Context: an optimization exercise on an open-source flow, tuned for small area. The choices shown serve that exercise and are no tape-out recipe.
RTL that was checked went through simulation tests only; none was proved equivalent to the original.
Only the layout flow was run in run 2; the RTL was not checked for function there.
No driver is modelled on the clock port, so clocking that relies on it looks cheaper here than on a real chip.
Power is estimated from default activity; no workload was simulated.

==> flow/design.v, too long to show whole: its modules and the start of the top module <==
// module matrix_datapath: 132 lines
// module mdp_mac: 636 lines
// module mdp_cpa: 142 lines
// module mdp_benc: 10 lines
// module mdp_benc0: 7 lines
// module mdp_rd8: 8 lines
// module mdp_rd8n: 8 lines
// module mdp_fa: 4 lines
// module mdp_ha: 4 lines
// module mdp_iha: 4 lines
// module mdp_or2: 3 lines
// module mdp_xor2: 3 lines
// module mdp_xnor2: 3 lines
// module mdp_inv: 3 lines
// module mdp_nand2: 3 lines
// module mdp_nor2: 3 lines
// module mdp_nand3b: 3 lines
// module mdp_nand4: 3 lines
// module mdp_and2: 3 lines
// module mdp_and4: 3 lines
// module mdp_a21o: 3 lines
// module mdp_o21ai: 3 lines
// module mdp_o22ai: 3 lines
// module mdp_o22a: 3 lines
// module mdp_a222oi: 4 lines
module matrix_datapath #(
  parameter int WIDTH_BIT = 1,
  parameter int INDEX_BIT = 3,
  parameter int INSTR_BIT = 8
) (
  input  logic                              CLK,
  input  logic                              RST,
  input  logic                              enable,
  input  logic [31:0]                       instruction,
  output logic                              pc_src,
  output logic [INSTR_BIT-1:0]              jump_addr,
  output logic                              done,
  input  logic [INDEX_BIT-1:0]              dbg_index,
  output logic [(32 << (2*WIDTH_BIT))-1:0]  dbg_data
);
  // ...
==> flow/flow/run.sh <==
#!/bin/bash
# Layout flow: the standard ORFS flow (standard.sh) with a few extra ORFS settings.
#  - every port still gets a buffer, a buf_1 instead of a clkdlybuf4s50_1;
#  - placement and timing repair insert only buffers up to buf_4 (flow/small_buffers.tcl);
#  - clock tree built from clkbuf_8, in clusters of up to 12 flip-flops, without dummy loads.
# The full make output goes to flow_make.log; ORFS keeps each step's log under orfs/logs.
set -euo pipefail
HOOK=$PWD/flow/small_buffers.tcl
bash standard.sh \
  "BUFFER_PORTS_ARGS=-buffer_cell sky130_fd_sc_hd__buf_1" \
  "CTS_ARGS=-sink_clustering_enable -repair_clock_nets -dont_use_dummy_load -buf_list sky130_fd_sc_hd__clkbuf_8 -sink_clustering_size 12 -sink_clustering_max_diameter 70" \
  "PRE_GLOBAL_PLACE_TCL=$HOOK" "PRE_RESIZE_TCL=$HOOK" "PRE_CTS_TCL=$HOOK" \
  "PRE_GLOBAL_ROUTE_TCL=$HOOK" "PRE_DETAIL_PLACE_TCL=$HOOK" "PRE_FLOORPLAN_TCL=$HOOK" \
  "PRE_REPAIR_TIMING_POST_PLACE_TCL=$HOOK" \
  finish > flow_make.log 2>&1
==> flow/flow/small_buffers.tcl <==
# Sourced before placement, resizing, CTS and routing steps: buffer insertion and
# repair use only buffers up to buf_4; gates may still be upsized.
set_dont_use {sky130_fd_sc_hd__buf_6 sky130_fd_sc_hd__buf_8
  sky130_fd_sc_hd__buf_12 sky130_fd_sc_hd__buf_16 sky130_fd_sc_hd__bufbuf_8
  sky130_fd_sc_hd__bufbuf_16 sky130_fd_sc_hd__bufinv_8 sky130_fd_sc_hd__bufinv_16}
==> flow/standard.sh <==
#!/bin/bash
# synth_recipe.tcl (not shown) runs the flow's synth.tcl, then flattens the netlist and writes it again
# the make line also repeats each setting of config.mk as NAME=value (left out here)
make -C /OpenROAD-flow-scripts/flow DESIGN_CONFIG=/design/flow/config.mk WORK_HOME=/design/flow/orfs CLKGATE_MAP_FILE= SYNTH_SCRIPT=/design/flow/synth_recipe.tcl "${@:-finish}"
==> flow/config.mk <==
export PLATFORM = sky130hd
export DESIGN_NAME = matrix_datapath
export DESIGN_NICKNAME = matrix_datapath
export VERILOG_FILES = /design/flow/design.v
export SDC_FILE = /design/flow/constraint.sdc
export NUM_CORES = 8
export LEC_CHECK = 0
export CAP_MARGIN = 20
export CELL_PAD_IN_SITES_DETAIL_PLACEMENT = 1
export CELL_PAD_IN_SITES_GLOBAL_PLACEMENT = 1
export CORE_MARGIN = 2
export CORE_UTILIZATION = 35
export PLACE_DENSITY = 0.5
export SETUP_SLACK_MARGIN = 0.3
export SLEW_MARGIN = 20
export SYNTH_HIERARCHICAL = 1
==> flow/constraint.sdc <==
create_clock -name core_clock -period 15.0 [get_ports {CLK}]
set_input_delay 3.0000 -clock core_clock [delete_from_list [all_inputs] [get_ports {CLK}]]
set_output_delay 3.0000 -clock core_clock [all_outputs]
set_load 0.01 [all_outputs]
==> impl_metrics.tcl, run 1 <==
set metrics [dict create \
    worstPathBufferInverterCount 4 \
    holdPathEnd "rf[430]$_DFFE_PP0P_" \
    fillCellCount 42500 \
    yosys.area.top_type_share_pct 27.5 \
    dp_worst_setup_slack_ns 0.261 \
    synth-adder-area-share_pct 28.7 \
    wl_met1_um 366000 \
    cell_variety_after_synth 48 \
    synth_simple_gate_area_share_pct 7.00 \
    run_status "finished clean" \
    overflow_left_after_global_routing 0 \
    number_of_instances_on_the_worst_hold_path 1 \
    power.ir.vdd_worst_uv 341 \
    critical_path_required_ns 15.69 \
    multiInputCombCellCount 11100 \
    synth_top_area_cell "sky130_fd_sc_hd__fa_1" \
    portBuffers 175 \
    route.vias.total 135000 \
    power_frac_clock_pct 4.7 \
    use_met2_pct 63.3 \
    dp.final_hpwl_um 701000 \
    crit-reg2reg-capture "rf[415]$_DFFE_PP0P_" \
    postRouteAntennaNets 0 \
    switching_share_pct 62.4 \
    grt_pass1_wl_um 1230000 \
    pin_count_of_the_biggest_net_entering_global_routing 75 \
    synth.area.mux_share_pct 8.49 \
    nNonClkInverters 62 \
    clock_buffer_count 95 \
    fin_crit_sh_pct 97.4 \
    gr-usage-all-layers_pct 46.1 \
]
==> module matrix_datapath, before the edit <==
module matrix_datapath #(
  parameter int WIDTH_BIT = 1,
  parameter int INDEX_BIT = 3,
  parameter int INSTR_BIT = 8
) (
  input  logic                              CLK,
  input  logic                              RST,
  input  logic                              enable,
  input  logic [31:0]                       instruction,
  output logic                              pc_src,
  output logic [INSTR_BIT-1:0]              jump_addr,
  output logic                              done,
  input  logic [INDEX_BIT-1:0]              dbg_index,
  output logic [(32 << (2*WIDTH_BIT))-1:0]  dbg_data
);
  logic [2:0] op, d_idx, a_idx, b_idx;
  assign op    = instruction[31:29];
  assign d_idx = instruction[28:26];
  assign a_idx = instruction[25:23];
  assign b_idx = instruction[22:20];
  logic is_lde, is_add, is_sub, is_mul, is_trn, is_ldi, is_full;
  assign is_lde  = (op == 3'b000);
  assign is_add  = (op == 3'b001);
  assign is_sub  = (op == 3'b010);
  assign is_mul  = (op == 3'b011);
  assign is_trn  = (op == 3'b100);
  assign is_ldi  = (op == 3'b101);
  assign is_full = is_add | is_sub | is_mul | is_trn | is_ldi;
  logic mul_n, as_n, ast_n, mas_n, mast_n, trn_n;
  assign mul_n = ~is_mul;
  assign as_n  = ~(is_add | is_sub);
  assign mas_n = ~(is_add | is_sub | is_mul);
  assign trn_n = ~is_trn;
  assign ast_n  = ~(is_add | is_sub | is_trn);
  assign mast_n = ~(is_add | is_sub | is_mul | is_trn);
  logic [25:0] imm_n [4];
  for (genvar e = 0; e < 4; e++) begin : g_imm
    logic ld_e;
    assign ld_e = is_ldi | (is_lde && instruction[17:16] == e);
    for (genvar i = 0; i < 26; i++) begin : g_bit
      if (i < 16) begin : g_lo
        assign imm_n[e][i] = ~(instruction[i] & ld_e);
      end else begin : g_hi
        assign imm_n[e][i] = ~(instruction[i] & is_ldi);
      end
    end
  end
  logic [1023:0] rf;
  logic [127:0]  res;          
  for (genvar r = 0; r < 8; r++) begin : g_reg
    for (genvar e = 0; e < 4; e++) begin : g_el
      logic we;
      assign we = enable && d_idx == r && (is_full || (is_lde && instruction[17:16] == e));
      always_ff @(posedge CLK or posedge RST)
        if (RST) rf[(4*r+e)*32 +: 32] <= '0;
        else if (we) rf[(4*r+e)*32 +: 32] <= res[32*e +: 32];
    end
  end
  logic [127:0] ma_n, mb_n;
  logic [7:0] sa, sb, sd;
  for (genvar r = 0; r < 8; r++) begin : g_sel
    assign sa[r] = a_idx == r;
    assign sb[r] = b_idx == r;
    assign sd[r] = dbg_index == r;
  end
  for (genvar e = 0; e < 4; e++) begin : g_rd
    for (genvar i = 0; i < 32; i++) begin : g_bit
      logic [7:0] d;
      for (genvar r = 0; r < 8; r++) begin : g_d
        assign d[r] = rf[(4*r+e)*32 + i];
      end
      mdp_rd8n u_a (.d(d), .s(sa), .y_n(ma_n[32*e+i]));
      mdp_rd8n u_b (.d(d), .s(sb), .y_n(mb_n[32*e+i]));
      mdp_rd8  u_d (.d(d), .s(sd), .y(dbg_data[32*e+i]));
    end
  end
  logic [15:0] one_n [4], two_n [4], neg [4], neg_n [4];
  for (genvar e = 0; e < 4; e++) begin : g_benc
    for (genvar r = 0; r < 16; r++) begin : g_d
      if (r == 0) begin : g_r0
        mdp_benc0 u_enc (
          .b2n(mb_n[32*e+1]), .b1n(mb_n[32*e]), .mul(is_mul), .mul_n(mul_n),
          .one_n(one_n[e][r]), .two_n(two_n[e][r]), .neg(neg[e][r]), .neg_n(neg_n[e][r]));
      end else begin : g_rn
        mdp_benc u_enc (
          .b2n(mb_n[32*e+2*r+1]), .b1n(mb_n[32*e+2*r]), .b0n(mb_n[32*e+(r == 0 ? 0 : 2*r-1)]),
          .mul(is_mul), .mul_n(mul_n),
          .one_n(one_n[e][r]), .two_n(two_n[e][r]), .neg(neg[e][r]), .neg_n(neg_n[e][r]));
      end
    end
  end
  logic [127:0] bx_n;    
  for (genvar i = 0; i < 128; i++) begin : g_bx
    mdp_xor2 u_bx (.a(mb_n[i]), .b(is_sub), .y(bx_n[i]));
  end
  for (genvar i = 0; i < 2; i++) begin : g_row
    for (genvar j = 0; j < 2; j++) begin : g_col
      localparam int E = 2*i + j;
      localparam int T = 2*j + i;       
      logic [31:0] s_n;
      mdp_mac u_mac (
        .a0_n(ma_n[32*(2*i) +: 32]), .a1_n(ma_n[32*(2*i+1) +: 32]),
        .one0_n(one_n[j]), .two0_n(two_n[j]), .neg0(neg[j]), .neg0_n(neg_n[j]),
        .one1_n(one_n[2+j]), .two1_n(two_n[2+j]), .neg1(neg[2+j]), .neg1_n(neg_n[2+j]),
        .addend_n(ma_n[32*E +: 32]), .bx_n(bx_n[32*E +: 32]),
        .ax_n(T == E ? ast_n : as_n), .by_n(as_n), .cin(is_sub),
        .s_n(s_n));
      if (T == E) begin : g_diag
        for (genvar b = 0; b < 32; b++) begin : g_res
          if (b < 26) begin : g_imm
            mdp_o21ai u_r (.a1(s_n[b]), .a2(mast_n), .b1(imm_n[E][b]), .y(res[32*E+b]));
          end else begin : g_noimm
            mdp_nor2  u_r (.a(s_n[b]), .b(mast_n), .y(res[32*E+b]));
          end
        end
      end else begin : g_off
        for (genvar b = 0; b < 32; b++) begin : g_res
          if (b < 26) begin : g_imm
            logic t;
            mdp_o22a  u_t (.a1(s_n[b]), .a2(mas_n), .b1(ma_n[32*T+b]), .b2(trn_n), .x(t));
            mdp_nand2 u_r (.a(t), .b(imm_n[E][b]), .y(res[32*E+b]));
          end else begin : g_noimm
            mdp_o22ai u_r (.a1(s_n[b]), .a2(mas_n), .b1(ma_n[32*T+b]), .b2(trn_n), .y(res[32*E+b]));
          end
        end
      end
    end
  end
  assign pc_src    = (op == 3'b110);
  assign done      = (op == 3'b111);
  assign jump_addr = instruction[INSTR_BIT-1:0];
endmodule
==> module mdp_benc, before the edit <==
module mdp_benc (input logic b2n, input logic b1n, input logic b0n, input logic mul, input logic mul_n,
                 output logic one_n, output logic two_n, output logic neg, output logic neg_n);
  logic x, y;
  mdp_xor2   u_x  (.a(b1n), .b(b0n), .y(x));                   
  mdp_xor2   u_y  (.a(b2n), .b(b1n), .y(y));
  mdp_nand2  u_o  (.a(x), .b(mul), .y(one_n));
  mdp_nand3b u_t  (.a_n(x), .b(y), .c(mul), .y(two_n));         
  mdp_nor2   u_n  (.a(b2n), .b(mul_n), .y(neg));
  mdp_inv    u_nn (.a(neg), .y(neg_n));
endmodule
==> run 2, diff against run 1 <==
--- a/flow/design.v
+++ b/flow/design.v
@@ -26,44 +26,41 @@
   assign is_trn  = (op == 3'b100);
   assign is_ldi  = (op == 3'b101);
   assign is_full = is_add | is_sub | is_mul | is_trn | is_ldi;
-  logic mul_n, as_n, ast_n, mas_n, mast_n, trn_n;
+  logic mul_n, as_n, mas_n, trn_n;
   assign mul_n = ~is_mul;
   assign as_n  = ~(is_add | is_sub);
   assign mas_n = ~(is_add | is_sub | is_mul);
   assign trn_n = ~is_trn;
-  assign ast_n  = ~(is_add | is_sub | is_trn);
-  assign mast_n = ~(is_add | is_sub | is_mul | is_trn);
-  logic [25:0] imm_n [4];
-  for (genvar e = 0; e < 4; e++) begin : g_imm
-    logic ld_e;
-    assign ld_e = is_ldi | (is_lde && instruction[17:16] == e);
-    for (genvar i = 0; i < 26; i++) begin : g_bit
-      if (i < 16) begin : g_lo
-        assign imm_n[e][i] = ~(instruction[i] & ld_e);
-      end else begin : g_hi
-        assign imm_n[e][i] = ~(instruction[i] & is_ldi);
-      end
+  logic [25:0] imm_n;
+  for (genvar i = 0; i < 26; i++) begin : g_imm
+    if (i < 16) begin : g_lo
+      assign imm_n[i] = ~(instruction[i] & (is_lde | is_ldi));
+    end else begin : g_hi
+      assign imm_n[i] = ~(instruction[i] & is_ldi);
     end
   end
   logic [1023:0] rf;
+  logic [31:0]   valid;        
   logic [127:0]  res;          
   for (genvar r = 0; r < 8; r++) begin : g_reg
     for (genvar e = 0; e < 4; e++) begin : g_el
       logic we;
       assign we = enable && d_idx == r && (is_full || (is_lde && instruction[17:16] == e));
+      always_ff @(posedge CLK)
+        if (we) rf[(4*r+e)*32 +: 32] <= res[32*e +: 32];
       always_ff @(posedge CLK or posedge RST)
-        if (RST) rf[(4*r+e)*32 +: 32] <= '0;
-        else if (we) rf[(4*r+e)*32 +: 32] <= res[32*e +: 32];
+        if (RST) valid[4*r+e] <= 1'b0;
+        else if (we) valid[4*r+e] <= 1'b1;
     end
   end
   logic [127:0] ma_n, mb_n;
-  logic [7:0] sa, sb, sd;
-  for (genvar r = 0; r < 8; r++) begin : g_sel
-    assign sa[r] = a_idx == r;
-    assign sb[r] = b_idx == r;
-    assign sd[r] = dbg_index == r;
-  end
   for (genvar e = 0; e < 4; e++) begin : g_rd
+    logic [7:0] sa, sb, sd;
+    for (genvar r = 0; r < 8; r++) begin : g_sel
+      assign sa[r] = valid[4*r+e] && a_idx == r;
+      assign sb[r] = valid[4*r+e] && b_idx == r;
+      assign sd[r] = valid[4*r+e] && dbg_index == r;
+    end
     for (genvar i = 0; i < 32; i++) begin : g_bit
       logic [7:0] d;
       for (genvar r = 0; r < 8; r++) begin : g_d
@@ -77,16 +74,11 @@
   logic [15:0] one_n [4], two_n [4], neg [4], neg_n [4];
   for (genvar e = 0; e < 4; e++) begin : g_benc
     for (genvar r = 0; r < 16; r++) begin : g_d
-      if (r == 0) begin : g_r0
-        mdp_benc0 u_enc (
-          .b2n(mb_n[32*e+1]), .b1n(mb_n[32*e]), .mul(is_mul), .mul_n(mul_n),
-          .one_n(one_n[e][r]), .two_n(two_n[e][r]), .neg(neg[e][r]), .neg_n(neg_n[e][r]));
-      end else begin : g_rn
-        mdp_benc u_enc (
-          .b2n(mb_n[32*e+2*r+1]), .b1n(mb_n[32*e+2*r]), .b0n(mb_n[32*e+(r == 0 ? 0 : 2*r-1)]),
-          .mul(is_mul), .mul_n(mul_n),
-          .one_n(one_n[e][r]), .two_n(two_n[e][r]), .neg(neg[e][r]), .neg_n(neg_n[e][r]));
-      end
+      mdp_benc u_enc (
+        .b2n(mb_n[32*e+2*r+1]), .b1n(mb_n[32*e+2*r]),
+        .b0n(r == 0 ? 1'b1 : mb_n[32*e+(r == 0 ? 0 : 2*r-1)]),
+        .mul(is_mul), .mul_n(mul_n),
+        .one_n(one_n[e][r]), .two_n(two_n[e][r]), .neg(neg[e][r]), .neg_n(neg_n[e][r]));
     end
   end
   logic [127:0] bx_n;    
@@ -102,26 +94,15 @@
         .a0_n(ma_n[32*(2*i) +: 32]), .a1_n(ma_n[32*(2*i+1) +: 32]),
         .one0_n(one_n[j]), .two0_n(two_n[j]), .neg0(neg[j]), .neg0_n(neg_n[j]),
         .one1_n(one_n[2+j]), .two1_n(two_n[2+j]), .neg1(neg[2+j]), .neg1_n(neg_n[2+j]),
-        .addend_n(ma_n[32*E +: 32]), .bx_n(bx_n[32*E +: 32]),
-        .ax_n(T == E ? ast_n : as_n), .by_n(as_n), .cin(is_sub),
+        .addend_n(ma_n[32*E +: 32]), .bx_n(bx_n[32*E +: 32]), .as_n(as_n), .cin(is_sub),
         .s_n(s_n));
-      if (T == E) begin : g_diag
-        for (genvar b = 0; b < 32; b++) begin : g_res
-          if (b < 26) begin : g_imm
-            mdp_o21ai u_r (.a1(s_n[b]), .a2(mast_n), .b1(imm_n[E][b]), .y(res[32*E+b]));
-          end else begin : g_noimm
-            mdp_nor2  u_r (.a(s_n[b]), .b(mast_n), .y(res[32*E+b]));
-          end
-        end
-      end else begin : g_off
-        for (genvar b = 0; b < 32; b++) begin : g_res
-          if (b < 26) begin : g_imm
-            logic t;
-            mdp_o22a  u_t (.a1(s_n[b]), .a2(mas_n), .b1(ma_n[32*T+b]), .b2(trn_n), .x(t));
-            mdp_nand2 u_r (.a(t), .b(imm_n[E][b]), .y(res[32*E+b]));
-          end else begin : g_noimm
-            mdp_o22ai u_r (.a1(s_n[b]), .a2(mas_n), .b1(ma_n[32*T+b]), .b2(trn_n), .y(res[32*E+b]));
-          end
+      for (genvar b = 0; b < 32; b++) begin : g_res
+        if (b < 26) begin : g_imm
+          logic t;
+          mdp_o22a  u_t (.a1(s_n[b]), .a2(mas_n), .b1(ma_n[32*T+b]), .b2(trn_n), .x(t));
+          mdp_nand2 u_r (.a(t), .b(imm_n[b]), .y(res[32*E+b]));
+        end else begin : g_noimm
+          mdp_o22ai u_r (.a1(s_n[b]), .a2(mas_n), .b1(ma_n[32*T+b]), .b2(trn_n), .y(res[32*E+b]));
         end
       end
     end
@@ -135,7 +116,7 @@
   input  logic [15:0] one0_n, two0_n, neg0, neg0_n,
   input  logic [15:0] one1_n, two1_n, neg1, neg1_n,
   input  logic [31:0] addend_n, bx_n,
-  input  logic        ax_n, by_n, cin,
+  input  logic        as_n, cin,
   output logic [31:0] s_n
 );
   logic [543:0] pp_n;
@@ -157,7 +138,7 @@
   end
   logic s1, c2, s3, c4, s5, c6, s7, c8, s9, c10, s11, c12, s13, c14, s15, c16, s17, c18, s19, c20, s21, c22, s23, c24, s25, c26, s27, c28, s29, c30, s31, c32, s33, c34, s35, c36, s37, c38, s39, c40, s41, c42, s43, c44, s45, c46, s47, c48, s49, c50, s51, c52, s53, c54, s55, c56, s57, c58, s59, c60, s61, c62, s63, c64, s65, c66, s67, c68, s69, c70, s71, c72, s73, c74, s75, c76, s77, c78, s79, c80, s81, c82, s83, c84, s85, c86, s87, c88, s89, c90, s91, c92, s93, c94, s95, c96, s97, c98, s99, c100, s101, c102, s103, c104, s105, c106, s107, c108, s109, c110, s111, c112, s113, c114, s115, c116, s117, c118, s119, c120, s121, c122, s123, c124, s125, c126, s127, c128, s129, c130, s131, c132, s133, c134, s135, c136, s137, c138, s139, c140, s141, c142, s143, c144, s145, c146, s147, c148, s149, c150, s151, c152, s153, c154, s155, c156, s157, c158, s159, c160, s161, c162, s163, c164, s165, c166, s167, c168, s169, c170, s171, c172, s173, c174, s175, c176, s177, c178, s179, c180, s181, c182, s183, c184, s185, c186, s187, c188, s189, c190, s191, c192, s193, c194, s195, c196, s197, c198, s199, c200, s201, c202, s203, c204, s205, c206, s207, c208, s209, c210, s211, c212, s213, c214, s215, c216, s217, c218, s219, c220, s221, c222, s223, c224, s225, c226, s227, c228, s229, c230, s231, c232, s233, c234, s235, c236, s237, c238, s239, c240, s241, c242, s243, c244, s245, c246, s247, c248, s249, c250, s251, c252, s253, c254, s255, c256, s257, c258, s259, c260, s261, c262, s263, c264, s265, c266, s267, c268, s269, c270, s271, c272, s273, c274, s275, c276, s277, c278, s279, c280, s281, c282, s283, c284, s285, c286, s287, c288, s289, c290, s291, c292, s293, c294, s295, c296, s297, c298, s299, c300, s301, c302, s303, c304, s305, c306, s307, c308, s309, c310, s311, c312, s313, c314, s315, c316, s317, c318, s319, c320, s321, c322, s323, c324, s325, c326, s327, c328, s329, c330, s331, c332, s333, c334, s335, c336, s337, c338, s339, c340, s341, c342, s343, c344, s345, c346, s347, c348, s349, c350, s351, c352, s353, c354, s355, c356, s357, c358, s359, c360, s361, c362, s363, c364, s365, c366, s367, c368, s369, c370, s371, c372, s373, c374, s375, c376, s377, c378, s379, c380, s381, c382, s383, c384, s385, c386, s387, c388, s389, c390, s391, c392, s393, c394, s395, c396, s397, c398, s399, c400, s401, c402, s403, c404, s405, c406, s407, c408, s409, c410, s411, c412, s413, c414, s415, c416, s417, c418, s419, c420, s421, c422, s423, c424, s425, c426, s427, c428, s429, c430, s431, c432, s433, c434, s435, c436, s437, c438, s439, c440, s441, c442, s443, c444, s445, c446, s447, c448, s449, c450, s451, c452, s453, c454, s455, c456, s457, c458, s459, c460, s461, c462, s463, c464, s465, c466, s467, c468, s469, c470, s471, c472, s473, c474, s475, c476, s477, c478, s479, c480, s481, c482, s483, c484, s485, c486, s487, c488, s489, c490, s491, c492, s493, c494, s495, c496, s497, c498, s499, c500, s501, c502, s503, c504, s505, c506, s507, c508, s509, c510, s511, c512, s513, c514, s515, c516, s517, c518, s519, c520, s521, c522, s523, c524, s525, c526, s527, c528, s529, c530, s531, c532, s533, c534, s535, c536, s537, c538, s539, c540, s541, c542, s543, c544, s545, c546, s547, c548, s549, c550, s551, c552, s553, c554, s555, c556, s557, c558, s559, c560, s561, c562, s563, c564, s565, c566, s567, c568, s569, c570, s571, c572, s573, c574, s575, c576, s577, c578, s579, c580, s581, c582, s583, c584, s585, c586, s587, c588, s589, c590, s591, c592, s593, c594, s595, c596, s597, c598, s599, c600, s601, c602, s603, c604, s605, c606, s607, c608, s609, c610, s611, c612, s613, c614, s615, c616, s617, c618, s619, c620, s621, c622, s623, c624, s625, c626, s627, c628, s629, c630, s631, c632, s633, c634, s635, c636, s637, c638, s639, c640, s641, c642, s643, c644, s645, c646, s647, c648, s649, c650, s651, c652, s653, c654, s655, c656, s657, c658, s659, c660, s661, c662, s663, c664, s665, c666, s667, c668, s669, c670, s671, c672, s673, c674, s675, c676, s677, c678, s679, c680, s681, c682, s683, c684, s685, c686, s687, c688, s689, c690, s691, c692, s693, c694, s695, c696, s697, c698, s699, c700, s701, c702, s703, c704, s705, c706, s707, c708, s709, c710, s711, c712, s713, c714, s715, c716, s717, c718, s719, c720, s721, c722, s723, c724, s725, c726, s727, c728, s729, c730, s731, c732, s733, c734, s735, c736, s737, c738, s739, c740, s741, c742, s743, c744, s745, c746, s747, c748, s749, c750, s751, c752, s753, c754, s755, c756, s757, c758, s759, c760, s761, c762, s763, c764, s765, c766, s767, c768, s769, c770, s771, c772, s773, c774, s775, c776, s777, c778, s779, c780, s781, c782, s783, c784, s785, c786, s787, c788, s789, c790, s791, c792, s793, c794, s795, c796, s797, c798, s799, c800, s801, c802, s803, c804, s805, c806, s807, c808, s809, c810, s811, c812, s813, c814, s815, c816, s817, c818, s819, c820, s821, c822, s823, c824, s825, c826, s827, c828, s829, c830, s831, c832, s833, c834, s835, c836, s837, c838, s839, c840, s841, c842, s843, c844, s845, c846, s847, c848, s849, c850, s851, c852, s853, c854, s855, c856, s857, c858, s859, c860, s861, c862, s863, c864, s865, c866, s867, c868, s869, c870, s871, c872, s873, c874, s875, c876, s877, c878, s879, c880, s881, c882, s883, c884, s885, c886, s887, c888, s889, c890, s891, c892, s893, c894, s895, c896, s897, c898, s899, c900, s901, c902, s903, c904, s905, c906, s907, c908, s909, c910, s911, c912, s913, c914, s915, c916, s917, c918, s919, c920, s921, c922, s923, c924, s925, c926, s927, c928, s929, c930, s931, c932, s933, c934, s935, c936, s937, c938, s939, c940, s941, c942, s943, c944, s945, c946, s947, c948, s949, c950, s951, c952, s953, c954, s955, c956, s957, c958, s959, c960, s961, c962, x963, x964, x965, x966, x967, x968, x969, x970, x971, x972, x973, x974, x975, x976, x977, x978, x979, x980, x981, x982, x983, x984, x985, x986, x987, x988, x989, x990, x991, x992, x993, x994, x995, x996, x997, x998, x999, x1000, x1001, x1002, x1003, x1004, x1005, x1006, x1007, x1008, x1009, x1010, x1011, x1012, x1013, x1014, x1015, x1016, x1017, x1018, x1019, x1020, x1021, x1022, x1023, x1024;
   mdp_fa u_s1 (.a(neg0_n[0]), .b(neg1_n[0]), .c(pp_n[0]), .s(s1), .co(c2));
-  mdp_iha u_s3 (.a_n(pp_n[1]), .b_n(pp_n[273]), .s_n(s3), .co_n(c4));
+  mdp_ha u_s3 (.a(pp_n[1]), .b(pp_n[273]), .s(s3), .co(c4));
   mdp_fa u_s5 (.a(neg0_n[1]), .b(neg1_n[1]), .c(pp_n[2]), .s(s5), .co(c6));
   mdp_fa u_s7 (.a(pp_n[32]), .b(pp_n[274]), .c(pp_n[304]), .s(s7), .co(c8));
   mdp_fa u_s9 (.a(c4), .b(s5), .c(s7), .s(s9), .co(c10));
@@ -173,7 +154,7 @@
   mdp_fa u_s29 (.a(pp_n[277]), .b(pp_n[307]), .c(pp_n[335]), .s(s29), .co(c30));
   mdp_fa u_s31 (.a(c18), .b(c20), .c(s27), .s(s31), .co(c32));
   mdp_fa u_s33 (.a(s29), .b(c22), .c(s31), .s(s33), .co(c34));
-  mdp_iha u_s35 (.a_n(c24), .b_n(s33), .s_n(s35), .co_n(c36));
+  mdp_ha u_s35 (.a(c24), .b(s33), .s(s35), .co(c36));
   mdp_fa u_s37 (.a(neg0_n[3]), .b(neg1_n[3]), .c(pp_n[6]), .s(s37), .co(c38));
   mdp_fa u_s39 (.a(pp_n[36]), .b(pp_n[64]), .c(pp_n[90]), .s(s39), .co(c40));
   mdp_fa u_s41 (.a(pp_n[278]), .b(pp_n[308]), .c(pp_n[336]), .s(s41), .co(c42));
@@ -196,7 +177,7 @@
   mdp_fa u_s75 (.a(s67), .b(s69), .c(s71), .s(s75), .co(c76));
   mdp_fa u_s77 (.a(c56), .b(c58), .c(s73), .s(s77), .co(c78));
   mdp_fa u_s79 (.a(s75), .b(c60), .c(s77), .s(s79), .co(c80));
-  mdp_iha u_s81 (.a_n(c62), .b_n(s79), .s_n(s81), .co_n(c82));
+  mdp_ha u_s81 (.a(c62), .b(s79), .s(s81), .co(c82));
   mdp_fa u_s83 (.a(pp_n[9]), .b(pp_n[39]), .c(pp_n[67]), .s(s83), .co(c84));
   mdp_fa u_s85 (.a(pp_n[93]), .b(pp_n[117]), .c(pp_n[281]), .s(s85), .co(c86));
   mdp_fa u_s87 (.a(pp_n[311]), .b(pp_n[339]), .c(pp_n[365]), .s(s87), .co(c88));
@@ -216,7 +197,7 @@
   mdp_fa u_s115 (.a(c90), .b(c92), .c(s109), .s(s115), .co(c116));
   mdp_fa u_s117 (.a(s111), .b(s113), .c(c94), .s(s117), .co(c118));
   mdp_fa u_s119 (.a(c96), .b(s115), .c(s117), .s(s119), .co(c120));
-  mdp_iha u_s121 (.a_n(c98), .b_n(s119), .s_n(s121), .co_n(c122));
+  mdp_ha u_s121 (.a(c98), .b(s119), .s(s121), .co(c122));
   mdp_fa u_s123 (.a(pp_n[11]), .b(pp_n[41]), .c(pp_n[69]), .s(s123), .co(c124));
   mdp_fa u_s125 (.a(pp_n[95]), .b(pp_n[119]), .c(pp_n[141]), .s(s125), .co(c126));
   mdp_fa u_s127 (.a(pp_n[283]), .b(pp_n[313]), .c(pp_n[341]), .s(s127), .co(c128));
@@ -240,7 +221,7 @@
   mdp_fa u_s163 (.a(s155), .b(s157), .c(s159), .s(s163), .co(c164));
   mdp_fa u_s165 (.a(c136), .b(c138), .c(s161), .s(s165), .co(c166));
   mdp_fa u_s167 (.a(s163), .b(c140), .c(s165), .s(s167), .co(c168));
-  mdp_iha u_s169 (.a_n(c142), .b_n(s167), .s_n(s169), .co_n(c170));
+  mdp_ha u_s169 (.a(c142), .b(s167), .s(s169), .co(c170));
   mdp_fa u_s171 (.a(pp_n[13]), .b(pp_n[43]), .c(pp_n[71]), .s(s171), .co(c172));
   mdp_fa u_s173 (.a(pp_n[97]), .b(pp_n[121]), .c(pp_n[143]), .s(s173), .co(c174));
   mdp_fa u_s175 (.a(pp_n[163]), .b(pp_n[285]), .c(pp_n[315]), .s(s175), .co(c176));
@@ -268,7 +249,7 @@
   mdp_fa u_s219 (.a(s213), .b(c186), .c(c188), .s(s219), .co(c220));
   mdp_fa u_s221 (.a(s215), .b(s217), .c(c190), .s(s221), .co(c222));
   mdp_fa u_s223 (.a(c192), .b(s219), .c(s221), .s(s223), .co(c224));
-  mdp_iha u_s225 (.a_n(c194), .b_n(s223), .s_n(s225), .co_n(c226));
+  mdp_ha u_s225 (.a(c194), .b(s223), .s(s225), .co(c226));
   mdp_fa u_s227 (.a(pp_n[15]), .b(pp_n[45]), .c(pp_n[73]), .s(s227), .co(c228));
   mdp_fa u_s229 (.a(pp_n[99]), .b(pp_n[123]), .c(pp_n[145]), .s(s229), .co(c230));
   mdp_fa u_s231 (.a(pp_n[165]), .b(pp_n[183]), .c(pp_n[287]), .s(s231), .co(c232));
@@ -300,7 +281,7 @@
   mdp_fa u_s283 (.a(c246), .b(s277), .c(c248), .s(s283), .co(c284));
   mdp_fa u_s285 (.a(s279), .b(s281), .c(c250), .s(s285), .co(c286));
   mdp_fa u_s287 (.a(s283), .b(c252), .c(s285), .s(s287), .co(c288));
-  mdp_iha u_s289 (.a_n(c254), .b_n(s287), .s_n(s289), .co_n(c290));
+  mdp_ha u_s289 (.a(c254), .b(s287), .s(s289), .co(c290));
   mdp_fa u_s291 (.a(pp_n[17]), .b(pp_n[47]), .c(pp_n[75]), .s(s291), .co(c292));
   mdp_fa u_s293 (.a(pp_n[101]), .b(pp_n[125]), .c(pp_n[147]), .s(s293), .co(c294));
   mdp_fa u_s295 (.a(pp_n[167]), .b(pp_n[185]), .c(pp_n[201]), .s(s295), .co(c296));
@@ -336,7 +317,7 @@
   mdp_fa u_s355 (.a(s347), .b(s349), .c(s351), .s(s355), .co(c356));
   mdp_fa u_s357 (.a(c316), .b(c318), .c(s353), .s(s357), .co(c358));
   mdp_fa u_s359 (.a(s355), .b(c320), .c(s357), .s(s359), .co(c360));
-  mdp_iha u_s361 (.a_n(c322), .b_n(s359), .s_n(s361), .co_n(c362));
+  mdp_ha u_s361 (.a(c322), .b(s359), .s(s361), .co(c362));
   mdp_fa u_s363 (.a(pp_n[19]), .b(pp_n[49]), .c(pp_n[77]), .s(s363), .co(c364));
   mdp_fa u_s365 (.a(pp_n[103]), .b(pp_n[127]), .c(pp_n[149]), .s(s365), .co(c366));
   mdp_fa u_s367 (.a(pp_n[169]), .b(pp_n[187]), .c(pp_n[203]), .s(s367), .co(c368));
@@ -376,7 +357,7 @@
   mdp_fa u_s435 (.a(s427), .b(s429), .c(c392), .s(s435), .co(c436));
   mdp_fa u_s437 (.a(s431), .b(c394), .c(s433), .s(s437), .co(c438));
   mdp_fa u_s439 (.a(c396), .b(s435), .c(s437), .s(s439), .co(c440));
-  mdp_iha u_s441 (.a_n(c398), .b_n(s439), .s_n(s441), .co_n(c442));
+  mdp_ha u_s441 (.a(c398), .b(s439), .s(s441), .co(c442));
   mdp_fa u_s443 (.a(pp_n[21]), .b(pp_n[51]), .c(pp_n[79]), .s(s443), .co(c444));
   mdp_fa u_s445 (.a(pp_n[105]), .b(pp_n[129]), .c(pp_n[151]), .s(s445), .co(c446));
   mdp_fa u_s447 (.a(pp_n[171]), .b(pp_n[189]), .c(pp_n[205]), .s(s447), .co(c448));
@@ -420,7 +401,7 @@
   mdp_fa u_s523 (.a(s517), .b(c474), .c(c476), .s(s523), .co(c524));
   mdp_fa u_s525 (.a(s519), .b(s521), .c(c478), .s(s525), .co(c526));
   mdp_fa u_s527 (.a(s523), .b(c480), .c(s525), .s(s527), .co(c528));
-  mdp_iha u_s529 (.a_n(c482), .b_n(s527), .s_n(s529), .co_n(c530));
+  mdp_ha u_s529 (.a(c482), .b(s527), .s(s529), .co(c530));
   mdp_fa u_s531 (.a(pp_n[23]), .b(pp_n[53]), .c(pp_n[81]), .s(s531), .co(c532));
   mdp_fa u_s533 (.a(pp_n[107]), .b(pp_n[131]), .c(pp_n[153]), .s(s533), .co(c534));
   mdp_fa u_s535 (.a(pp_n[173]), .b(pp_n[191]), .c(pp_n[207]), .s(s535), .co(c536));
@@ -468,7 +449,7 @@
   mdp_fa u_s619 (.a(c566), .b(s613), .c(c568), .s(s619), .co(c620));
   mdp_fa u_s621 (.a(s615), .b(s617), .c(c570), .s(s621), .co(c622));
   mdp_fa u_s623 (.a(s619), .b(c572), .c(s621), .s(s623), .co(c624));
-  mdp_iha u_s625 (.a_n(c574), .b_n(s623), .s_n(s625), .co_n(c626));
+  mdp_ha u_s625 (.a(c574), .b(s623), .s(s625), .co(c626));
   mdp_fa u_s627 (.a(pp_n[25]), .b(pp_n[55]), .c(pp_n[83]), .s(s627), .co(c628));
   mdp_fa u_s629 (.a(pp_n[109]), .b(pp_n[133]), .c(pp_n[155]), .s(s629), .co(c630));
   mdp_fa u_s631 (.a(pp_n[175]), .b(pp_n[193]), .c(pp_n[209]), .s(s631), .co(c632));
@@ -520,7 +501,7 @@
   mdp_fa u_s723 (.a(c666), .b(s717), .c(s719), .s(s723), .co(c724));
   mdp_fa u_s725 (.a(c668), .b(s721), .c(c670), .s(s725), .co(c726));
   mdp_fa u_s727 (.a(s723), .b(c672), .c(s725), .s(s727), .co(c728));
-  mdp_iha u_s729 (.a_n(c674), .b_n(s727), .s_n(s729), .co_n(c730));
+  mdp_ha u_s729 (.a(c674), .b(s727), .s(s729), .co(c730));
   mdp_fa u_s731 (.a(pp_n[27]), .b(pp_n[57]), .c(pp_n[85]), .s(s731), .co(c732));
   mdp_fa u_s733 (.a(pp_n[111]), .b(pp_n[135]), .c(pp_n[157]), .s(s733), .co(c734));
   mdp_fa u_s735 (.a(pp_n[177]), .b(pp_n[195]), .c(pp_n[211]), .s(s735), .co(c736));
@@ -576,7 +557,7 @@
   mdp_fa u_s835 (.a(s827), .b(s829), .c(s831), .s(s835), .co(c836));
   mdp_fa u_s837 (.a(c776), .b(c778), .c(s833), .s(s837), .co(c838));
   mdp_fa u_s839 (.a(s835), .b(c780), .c(s837), .s(s839), .co(c840));
-  mdp_iha u_s841 (.a_n(c782), .b_n(s839), .s_n(s841), .co_n(c842));
+  mdp_ha u_s841 (.a(c782), .b(s839), .s(s841), .co(c842));
   mdp_fa u_s843 (.a(pp_n[29]), .b(pp_n[59]), .c(pp_n[87]), .s(s843), .co(c844));
   mdp_fa u_s845 (.a(pp_n[113]), .b(pp_n[137]), .c(pp_n[159]), .s(s845), .co(c846));
   mdp_fa u_s847 (.a(pp_n[179]), .b(pp_n[197]), .c(pp_n[213]), .s(s847), .co(c848));
@@ -636,7 +617,7 @@
   mdp_fa u_s955 (.a(c890), .b(s949), .c(c892), .s(s955), .co(c956));
   mdp_fa u_s957 (.a(s951), .b(s953), .c(c894), .s(s957), .co(c958));
   mdp_fa u_s959 (.a(s955), .b(c896), .c(s957), .s(s959), .co(c960));
-  mdp_iha u_s961 (.a_n(c898), .b_n(s959), .s_n(s961), .co_n(c962));
+  mdp_ha u_s961 (.a(c898), .b(s959), .s(s961), .co(c962));
   mdp_xor2 u_x963 (.a(pp_n[31]), .b(pp_n[61]), .y(x963));
   mdp_xor2 u_x964 (.a(pp_n[89]), .b(pp_n[115]), .y(x964));
   mdp_xor2 u_x965 (.a(pp_n[139]), .b(pp_n[161]), .y(x965));
@@ -699,71 +680,13 @@
   mdp_xor2 u_x1022 (.a(c958), .b(x1021), .y(x1022));
   mdp_xor2 u_x1023 (.a(x1022), .b(c960), .y(x1023));
   mdp_xor2 u_x1024 (.a(x1023), .b(c962), .y(x1024));
-  logic [31:0] x, y;
-  mdp_o21ai u_x0 (.a1(addend_n[0]), .a2(ax_n), .b1(pp_n[272]), .y(x[0]));
-  mdp_o21ai u_y0 (.a1(bx_n[0]), .a2(by_n), .b1(s1), .y(y[0]));
-  mdp_o21ai u_x1 (.a1(addend_n[1]), .a2(ax_n), .b1(s3), .y(x[1]));
-  mdp_o21ai u_y1 (.a1(bx_n[1]), .a2(by_n), .b1(c2), .y(y[1]));
-  mdp_o21ai u_x2 (.a1(addend_n[2]), .a2(ax_n), .b1(s9), .y(x[2]));
-  mdp_nor2  u_y2 (.a(bx_n[2]), .b(by_n), .y(y[2]));
-  mdp_o21ai u_x3 (.a1(addend_n[3]), .a2(ax_n), .b1(s15), .y(x[3]));
-  mdp_nor2  u_y3 (.a(bx_n[3]), .b(by_n), .y(y[3]));
-  mdp_o21ai u_x4 (.a1(addend_n[4]), .a2(ax_n), .b1(s25), .y(x[4]));
-  mdp_nor2  u_y4 (.a(bx_n[4]), .b(by_n), .y(y[4]));
-  mdp_o21ai u_x5 (.a1(addend_n[5]), .a2(ax_n), .b1(c26), .y(x[5]));
-  mdp_o21ai u_y5 (.a1(bx_n[5]), .a2(by_n), .b1(s35), .y(y[5]));
-  mdp_o21ai u_x6 (.a1(addend_n[6]), .a2(ax_n), .b1(s49), .y(x[6]));
-  mdp_nor2  u_y6 (.a(bx_n[6]), .b(by_n), .y(y[6]));
-  mdp_o21ai u_x7 (.a1(addend_n[7]), .a2(ax_n), .b1(s63), .y(x[7]));
-  mdp_nor2  u_y7 (.a(bx_n[7]), .b(by_n), .y(y[7]));
-  mdp_o21ai u_x8 (.a1(addend_n[8]), .a2(ax_n), .b1(s81), .y(x[8]));
-  mdp_o21ai u_y8 (.a1(bx_n[8]), .a2(by_n), .b1(c64), .y(y[8]));
-  mdp_o21ai u_x9 (.a1(addend_n[9]), .a2(ax_n), .b1(s99), .y(x[9]));
-  mdp_nor2  u_y9 (.a(bx_n[9]), .b(by_n), .y(y[9]));
-  mdp_o21ai u_x10 (.a1(addend_n[10]), .a2(ax_n), .b1(c100), .y(x[10]));
-  mdp_o21ai u_y10 (.a1(bx_n[10]), .a2(by_n), .b1(s121), .y(y[10]));
-  mdp_o21ai u_x11 (.a1(addend_n[11]), .a2(ax_n), .b1(s143), .y(x[11]));
-  mdp_nor2  u_y11 (.a(bx_n[11]), .b(by_n), .y(y[11]));
-  mdp_o21ai u_x12 (.a1(addend_n[12]), .a2(ax_n), .b1(s169), .y(x[12]));
-  mdp_o21ai u_y12 (.a1(bx_n[12]), .a2(by_n), .b1(c144), .y(y[12]));
-  mdp_o21ai u_x13 (.a1(addend_n[13]), .a2(ax_n), .b1(s195), .y(x[13]));
-  mdp_nor2  u_y13 (.a(bx_n[13]), .b(by_n), .y(y[13]));
-  mdp_o21ai u_x14 (.a1(addend_n[14]), .a2(ax_n), .b1(c196), .y(x[14]));
-  mdp_o21ai u_y14 (.a1(bx_n[14]), .a2(by_n), .b1(s225), .y(y[14]));
-  mdp_o21ai u_x15 (.a1(addend_n[15]), .a2(ax_n), .b1(s255), .y(x[15]));
-  mdp_nor2  u_y15 (.a(bx_n[15]), .b(by_n), .y(y[15]));
-  mdp_o21ai u_x16 (.a1(addend_n[16]), .a2(ax_n), .b1(s289), .y(x[16]));
-  mdp_o21ai u_y16 (.a1(bx_n[16]), .a2(by_n), .b1(c256), .y(y[16]));
-  mdp_o21ai u_x17 (.a1(addend_n[17]), .a2(ax_n), .b1(s323), .y(x[17]));
-  mdp_nor2  u_y17 (.a(bx_n[17]), .b(by_n), .y(y[17]));
-  mdp_o21ai u_x18 (.a1(addend_n[18]), .a2(ax_n), .b1(s361), .y(x[18]));
-  mdp_o21ai u_y18 (.a1(bx_n[18]), .a2(by_n), .b1(c324), .y(y[18]));
-  mdp_o21ai u_x19 (.a1(addend_n[19]), .a2(ax_n), .b1(s399), .y(x[19]));
-  mdp_nor2  u_y19 (.a(bx_n[19]), .b(by_n), .y(y[19]));
-  mdp_o21ai u_x20 (.a1(addend_n[20]), .a2(ax_n), .b1(s441), .y(x[20]));
-  mdp_o21ai u_y20 (.a1(bx_n[20]), .a2(by_n), .b1(c400), .y(y[20]));
-  mdp_o21ai u_x21 (.a1(addend_n[21]), .a2(ax_n), .b1(s483), .y(x[21]));
-  mdp_nor2  u_y21 (.a(bx_n[21]), .b(by_n), .y(y[21]));
-  mdp_o21ai u_x22 (.a1(addend_n[22]), .a2(ax_n), .b1(s529), .y(x[22]));
-  mdp_o21ai u_y22 (.a1(bx_n[22]), .a2(by_n), .b1(c484), .y(y[22]));
-  mdp_o21ai u_x23 (.a1(addend_n[23]), .a2(ax_n), .b1(s575), .y(x[23]));
-  mdp_nor2  u_y23 (.a(bx_n[23]), .b(by_n), .y(y[23]));
-  mdp_o21ai u_x24 (.a1(addend_n[24]), .a2(ax_n), .b1(s625), .y(x[24]));
-  mdp_o21ai u_y24 (.a1(bx_n[24]), .a2(by_n), .b1(c576), .y(y[24]));
-  mdp_o21ai u_x25 (.a1(addend_n[25]), .a2(ax_n), .b1(s675), .y(x[25]));
-  mdp_nor2  u_y25 (.a(bx_n[25]), .b(by_n), .y(y[25]));
-  mdp_o21ai u_x26 (.a1(addend_n[26]), .a2(ax_n), .b1(s729), .y(x[26]));
-  mdp_o21ai u_y26 (.a1(bx_n[26]), .a2(by_n), .b1(c676), .y(y[26]));
-  mdp_o21ai u_x27 (.a1(addend_n[27]), .a2(ax_n), .b1(s783), .y(x[27]));
-  mdp_nor2  u_y27 (.a(bx_n[27]), .b(by_n), .y(y[27]));
-  mdp_o21ai u_x28 (.a1(addend_n[28]), .a2(ax_n), .b1(s841), .y(x[28]));
-  mdp_o21ai u_y28 (.a1(bx_n[28]), .a2(by_n), .b1(c784), .y(y[28]));
-  mdp_o21ai u_x29 (.a1(addend_n[29]), .a2(ax_n), .b1(s899), .y(x[29]));
-  mdp_nor2  u_y29 (.a(bx_n[29]), .b(by_n), .y(y[29]));
-  mdp_o21ai u_x30 (.a1(addend_n[30]), .a2(ax_n), .b1(s961), .y(x[30]));
-  mdp_o21ai u_y30 (.a1(bx_n[30]), .a2(by_n), .b1(c900), .y(y[30]));
-  mdp_o21ai u_x31 (.a1(addend_n[31]), .a2(ax_n), .b1(x1024), .y(x[31]));
-  mdp_nor2  u_y31 (.a(bx_n[31]), .b(by_n), .y(y[31]));
+  logic [31:0] r0_n, r1_n, x, y;
+  assign r0_n = {x1024, s961, s899, s841, s783, s729, s675, s625, s575, s529, s483, s441, s399, s361, s323, s289, s255, c196, s195, s169, s143, c100, s99, s81, s63, s49, c26, s25, s15, s9, s3, pp_n[272]};
+  assign r1_n = {1'b1, c900, 1'b1, c784, 1'b1, c676, 1'b1, c576, 1'b1, c484, 1'b1, c400, 1'b1, c324, 1'b1, c256, 1'b1, s225, 1'b1, c144, 1'b1, s121, 1'b1, c64, 1'b1, 1'b1, s35, 1'b1, 1'b1, 1'b1, c2, s1};
+  for (genvar b = 0; b < 32; b++) begin : g_op
+    mdp_o21ai u_x (.a1(addend_n[b]), .a2(as_n), .b1(r0_n[b]), .y(x[b]));
+    mdp_o21ai u_y (.a1(bx_n[b]),     .a2(as_n), .b1(r1_n[b]), .y(y[b]));
+  end
   mdp_cpa u_cpa (.x(x), .y(y), .cin(cin), .s_n(s_n));
 endmodule
 module mdp_cpa (input logic [31:0] x, input logic [31:0] y, input logic cin, output logic [31:0] s_n);
@@ -799,7 +722,7 @@
   mdp_ha u_p57 (.a(x[28]), .b(y[28]), .s(p57), .co(g58));
   mdp_ha u_p59 (.a(x[29]), .b(y[29]), .s(p59), .co(g60));
   mdp_ha u_p61 (.a(x[30]), .b(y[30]), .s(p61), .co(g62));
-  mdp_xor2 u_p63 (.a(x[31]), .b(y[31]), .y(p63));
+  mdp_ha u_p63 (.a(x[31]), .b(y[31]), .s(p63), .co(g64));
   mdp_a21o u_g65 (.a1(p1), .a2(cin), .b1(g2), .x(g65));
   mdp_a21o u_g66 (.a1(p3), .a2(g65), .b1(g4), .x(g66));
   mdp_a21o u_g67 (.a1(p7), .a2(g6), .b1(g8), .x(g67));
@@ -910,18 +833,8 @@
 endmodule
 module mdp_benc (input logic b2n, input logic b1n, input logic b0n, input logic mul, input logic mul_n,
                  output logic one_n, output logic two_n, output logic neg, output logic neg_n);
-  logic x, y;
-  mdp_xor2   u_x  (.a(b1n), .b(b0n), .y(x));                   
-  mdp_xor2   u_y  (.a(b2n), .b(b1n), .y(y));
-  mdp_nand2  u_o  (.a(x), .b(mul), .y(one_n));
-  mdp_nand3b u_t  (.a_n(x), .b(y), .c(mul), .y(two_n));         
-  mdp_nor2   u_n  (.a(b2n), .b(mul_n), .y(neg));
-  mdp_inv    u_nn (.a(neg), .y(neg_n));
-endmodule
-module mdp_benc0 (input logic b2n, input logic b1n, input logic mul, input logic mul_n,
-                  output logic one_n, output logic two_n, output logic neg, output logic neg_n);
-  assign one_n = ~(~b1n & mul);
-  assign two_n = ~(~b2n & b1n & mul);
+  assign one_n = ~((b1n ^ b0n) & mul);
+  assign two_n = ~((b1n ~^ b0n) & (b2n ^ b1n) & mul);
   assign neg   = ~(b2n | mul_n);
   assign neg_n = b2n | mul_n;
 endmodule
@@ -949,13 +862,6 @@
   assign s  = a ^ b;
   assign co = a & b;
 endmodule
-module mdp_iha (input logic a_n, input logic b_n, output logic s_n, output logic co_n);
-  mdp_xnor2 u_s (.a(a_n), .b(b_n), .y(s_n));
-  mdp_or2   u_c (.a(a_n), .b(b_n), .x(co_n));
-endmodule
-module mdp_or2 (input logic a, input logic b, output logic x);
-  assign x = a | b;
-endmodule
 module mdp_xor2 (input logic a, input logic b, output logic y);
   assign y = a ^ b;
 endmodule
@@ -971,9 +877,6 @@
 module mdp_nor2 (input logic a, input logic b, output logic y);
   assign y = ~(a | b);
 endmodule
-module mdp_nand3b (input logic a_n, input logic b, input logic c, output logic y);
-  assign y = ~(~a_n & b & c);
-endmodule
 module mdp_nand4 (input logic a, input logic b, input logic c, input logic d, output logic y);
   assign y = ~(a & b & c & d);
 endmodule
==> flow/run.sh (new file) <==
#!/bin/bash
# synth_recipe.tcl (not shown) runs the flow's synth.tcl, then flattens the netlist and writes it again
# the make line also repeats each setting of config.mk as NAME=value (left out here)
make -C /OpenROAD-flow-scripts/flow DESIGN_CONFIG=/design/flow/config.mk WORK_HOME=/design/flow/orfs CLKGATE_MAP_FILE= SYNTH_SCRIPT=/design/flow/synth_recipe.tcl finish
==> flow/config.mk (replaced) <==
export PLATFORM = sky130hd
export DESIGN_NAME = matrix_datapath
export DESIGN_NICKNAME = matrix_datapath
export VERILOG_FILES = /design/flow/design.v
export SDC_FILE = /design/flow/constraint.sdc
export NUM_CORES = 8
export LEC_CHECK = 0
export CAP_MARGIN = 20
export CORE_MARGIN = 2
export CORE_UTILIZATION = 50
export PLACE_DENSITY = 0.6
export SLEW_MARGIN = 20
export SYNTH_HIERARCHICAL = 1
removed: flow/flow/run.sh
removed: flow/flow/small_buffers.tcl
removed: flow/standard.sh
==> impl_metrics.tcl, run 2 <==
set metrics [dict create \
    report.final.hold_viol_count 0 \
    postSynthRegisterBits 1056 \
    slowest_stage "sky130_fd_sc_hd__or2_1" \
    cts_made_buffers 115 \
    holdCritPathClass "register to register" \
    postSynth.topFlopCell "sky130_fd_sc_hd__edfxtp_1" \
    use_met3_pct 23.5 \
    worst_path_largest_cell_delay_ns 1.01 \
    yosys.area.top_type_share_pct 28.6 \
    grt_antenna_before_repair 79 \
    ys.warnings.count 11 \
    post_route_cells_drive_above_1_share_pct 10.2 \
    clock_latency_ns 0.91 \
    asyncSetResetFlopFracSynth_pct 3.03 \
    cell_variety_after_synth 40 \
    fmax_mhz 71.1 \
    h-tree-depth 3 \
    detail_route.wirelength_um 727000 \
    holdWs_ns 0.503 \
    die_h_um 516 \
    portBuffers 175 \
    synth_top_area_cell "sky130_fd_sc_hd__fa_1" \
    holdPathEnd "valid[29]$_DFFE_PP0P_" \
    regToRegStartpoint "valid[1]$_DFFE_PP0P_" \
    actual_slew_at_the_worst_max_slew_pin_ns 1.39 \
    netlist_top_cells_area "sky130_fd_sc_hd__fa_1 29%, sky130_fd_sc_hd__edfxtp_1 23%, sky130_fd_sc_hd__xnor2_1 15%" \
    cts-root-buf "sky130_fd_sc_hd__clkbuf_16" \
    drt-wirelength-per-cell_um 44.6 \
    cts_tree "yes" \
    use_met2_pct 73.0 \
    synth.avg_cell_area_um2 11.5 \
    cts.sinks 1056 \
    fp-row-count 187 \
    overflow_left_after_global_routing 0 \
    route.vias.total 129000 \
    setup_viol 0 \
    path_class "input pin to register" \
    reg2reg_slack_ns 3.94 \
    first_iter_violations 28400 \
    seq_area_frac_synth_pct 24.1 \
    startpoint_type "input pin" \
    post_cts.repair.setup_buffers 0 \
    postRouteAntennaNets 0 \
    fin_crit_sh_pct 93.7 \
    power-per-cell-area_mw_per_mm2 267 \
    timing.setup.tns_ns 0 \
    post_layout_nonfiller_instances 16300 \
    power.ir.vdd_worst_uv 652 \
    worstPathBufferInverterCount 2 \
    die-width_um 516 \
    detail_route.first_pass.iterations 17 \
    crit_fanout 16 \
    number_of_global_route_vias_before_repair 125000 \
    detail_route.vias_per_cell 7.90 \
    grt_pass1_wl_um 996000 \
    critical_path_required_ns 15.61 \
    hold_path_startpoint "valid[29]$_DFFE_PP0P_" \
    fin_util_pct 57.4 \
    final_estimated_routing_congestion_in_global_placement 1.15 \
    period_minus_slack_ns 14.06 \
    run_status "finished clean" \
    finalClockSkew_ns 0.0450 \
    reg.largest.list "rf: 1024 flops, valid: 32 flops" \
    floorplan.initialDensity_pct 50.4 \
    arrival_ns 14.67 \
    pin_count_of_the_biggest_net_entering_global_routing 77 \
    critical-path-top-delay-family "adder cells" \
    drcViolationCount 0 \
    timing.max_cap.violations 0 \
    post_synth_instance_area_mm2 0.131 \
    gr-usage-all-layers_pct 53.8 \
    dp_cells 16000 \
    cts-root-to-sink-buffers 4 \
    final_common_cell "sky130_fd_sc_hd__xnor2_1" \
    layout.cells.most_common_list "2,304 x sky130_fd_sc_hd__xnor2_1, 2,072 x sky130_fd_sc_hd__o22ai_1, 1,868 x sky130_fd_sc_hd__fa_1" \
    rr_worst_depth 27 \
    post_cts_hold_buffer_count 0 \
    crit_top_cell "sky130_fd_sc_hd__fa_1" \
    flow.area_growth_from_synthesis_pct 13.9 \
    timing.final.max_slew_violations 0 \
    leakagePower_nw 37.6 \
    largest-register "rf" \
    synth_enable_flop_cells 1024 \
    dp.final_hpwl_um 523000 \
    cell_with_the_most_instances_after_synthesis "sky130_fd_sc_hd__xnor2_1" \
    setup_repair_after_global_routing_missed_its_margin "no" \
    crit-reg2reg-capture "rf[191]$_DFFE_PP_" \
    clk_pin_slew_worst_paths_ns 0.06 \
    max_reg_flops 1024 \
    busiest_layer "met2" \
    global_route.usage.met1_pct 64.1 \
    number_of_instances_on_the_worst_hold_path 1 \
    die-area_mm2 0.266 \
    synthCells 11400 \
    num_io_pins 176 \
    slew_headroom_pct 7.45 \
    final_net_count 14700 \
    core-area_mm2 0.260 \
    cp-end-kind "register" \
    post_cts_sizing_count 0 \
    netlist_top_cells_count "2,304 x sky130_fd_sc_hd__xnor2_1, 2,072 x sky130_fd_sc_hd__o22ai_1, 1,868 x sky130_fd_sc_hd__fa_1" \
]
[run 2: kinds of logic (layout without fill, tap and decap cells)]
group / after synthesis / count (layout) / share of synthesized area, %
other cells: 5 / 182 / 0.0143
simple gates: 1933 / 1933 / 7.74
compound gates: 3515 / 3515 / 19.2
xor+xnor: 2746 / 2746 / 18.4
buf+inv: 93 / 1315 / 0.320
flops: 1056 / 1056 / 24.1
fa+ha+maj: 2052 / 2052 / 30.3
[run 2: layout make-up]
cell class,instances,area (um2)
well taps,3496,4370
fillers,22000,111000
inverters,68,284
diodes,102,255
repair buffers,1046,8980
clock inverters,66,534
multi-input cells,10300,100000
clock buffers,135,3000
flip-flops and latches,1056,31600
[run 2: worst max path at each step]
stage	startpoint	to	cells past startpoint
2_1_floorplan	instruction[30]	rf[1023]$_DFFE_PP_	26
3_3_place_gp	instruction[22]	rf[863]$_DFFE_PP_	30
3_5_place_dp	instruction[22]	rf[927]$_DFFE_PP_	30
4_1_cts	instruction[22]	rf[927]$_DFFE_PP_	30
5_1_grt	instruction[22]	rf[191]$_DFFE_PP_	28
6_report	instruction[22]	rf[191]$_DFFE_PP_	28
[run 2: modules after synthesis (local to each module, per instance), a selection]
module | area [um2] | times used | cells inside | flip-flops and latches
mdp_nand2 | 3.75 | 872 | 1 | 0
mdp_ha | 12.5 | 184 | 1 | 0
mdp_a222oi | 10.0 | 768 | 1 | 0
matrix_datapath | 33200 | 1 | 1332 | 1056
mdp_and4 | 8.76 | 256 | 1 | 0
mdp_and2 | 6.26 | 88 | 1 | 0
mdp_benc | 43.8 | 64 | 7 | 0
[run 2: routing by layer]
| metal | wire (um) | vias up |
|---|---|---|
| li1 | - | 47100 |
| met1 | 236000 | 63300 |
| met2 | 288000 | 14300 |
| met3 | 118000 | 3963 |
| met4 | 85400 | 62 |
| met5 | 786 | - |
[run 2: report_power, final]
part           leakage (nW)  switching [mW]  total (mW)  internal (mW)
combinational          26.2            17.9        29.5           11.6
clock                  1.72            1.20        2.74           1.54
sequential             9.71           0.392        7.56           7.17
[run 2: per-stage QoR]
step / area (um2) / power, mW / setup WS, ns
after floorplan: 131000 / 26.3 / 0.217
after global placement: 145000 / 35.2 / 0.609
after detailed placement: 145000 / 35.7 / 0.582
after CTS: 149000 / 38.6 / 1.47
after global routing: 149000 / 41.5 / 1.08
final: 149000 / 39.8 / 0.938

-- what the ideal ports hide --
How much do the figures lean on ideal ports? The routed layouts below were timed once more, with nothing changed but the port constraints. Step 1 (the two cells are an assumption about what drives the block):
set clk [get_ports {CLK}]
set_driving_cell -lib_cell sky130_fd_sc_hd__clkbuf_16 $clk
set_driving_cell -lib_cell sky130_fd_sc_hd__buf_2 [delete_from_list [all_inputs] $clk]
Step 2 adds t to the input delays and takes it off the output delays; t is the mean of the earliest and latest rising clock arrival at the registers after step 1. Input paths then give back, and output paths get back, about the clock's delay inside the block. Slacks: ideal / step 1 / step 2; pairs: ideal / step 1.
run	shift t [ns]	slack for setup (ns)	worst hold slack (ns)	clock arrival spread, ns	worst slew at a driven data input, ns
run 1	0.872	0.397 / 0.429 / -0.443	0.557 / 0.557 / 0.557	0.094 / 0.094	0.05
run 2	1.002	0.938 / 1.012 / 0.009	0.503 / 0.503 / 0.503	0.045 / 0.045	0.06
With both steps, setup timing fails in run 1, where it was met with ideal ports. The setup slack of run 2, which loses most, moves by +0.074 ns with the drivers and by -0.929 ns with both steps.
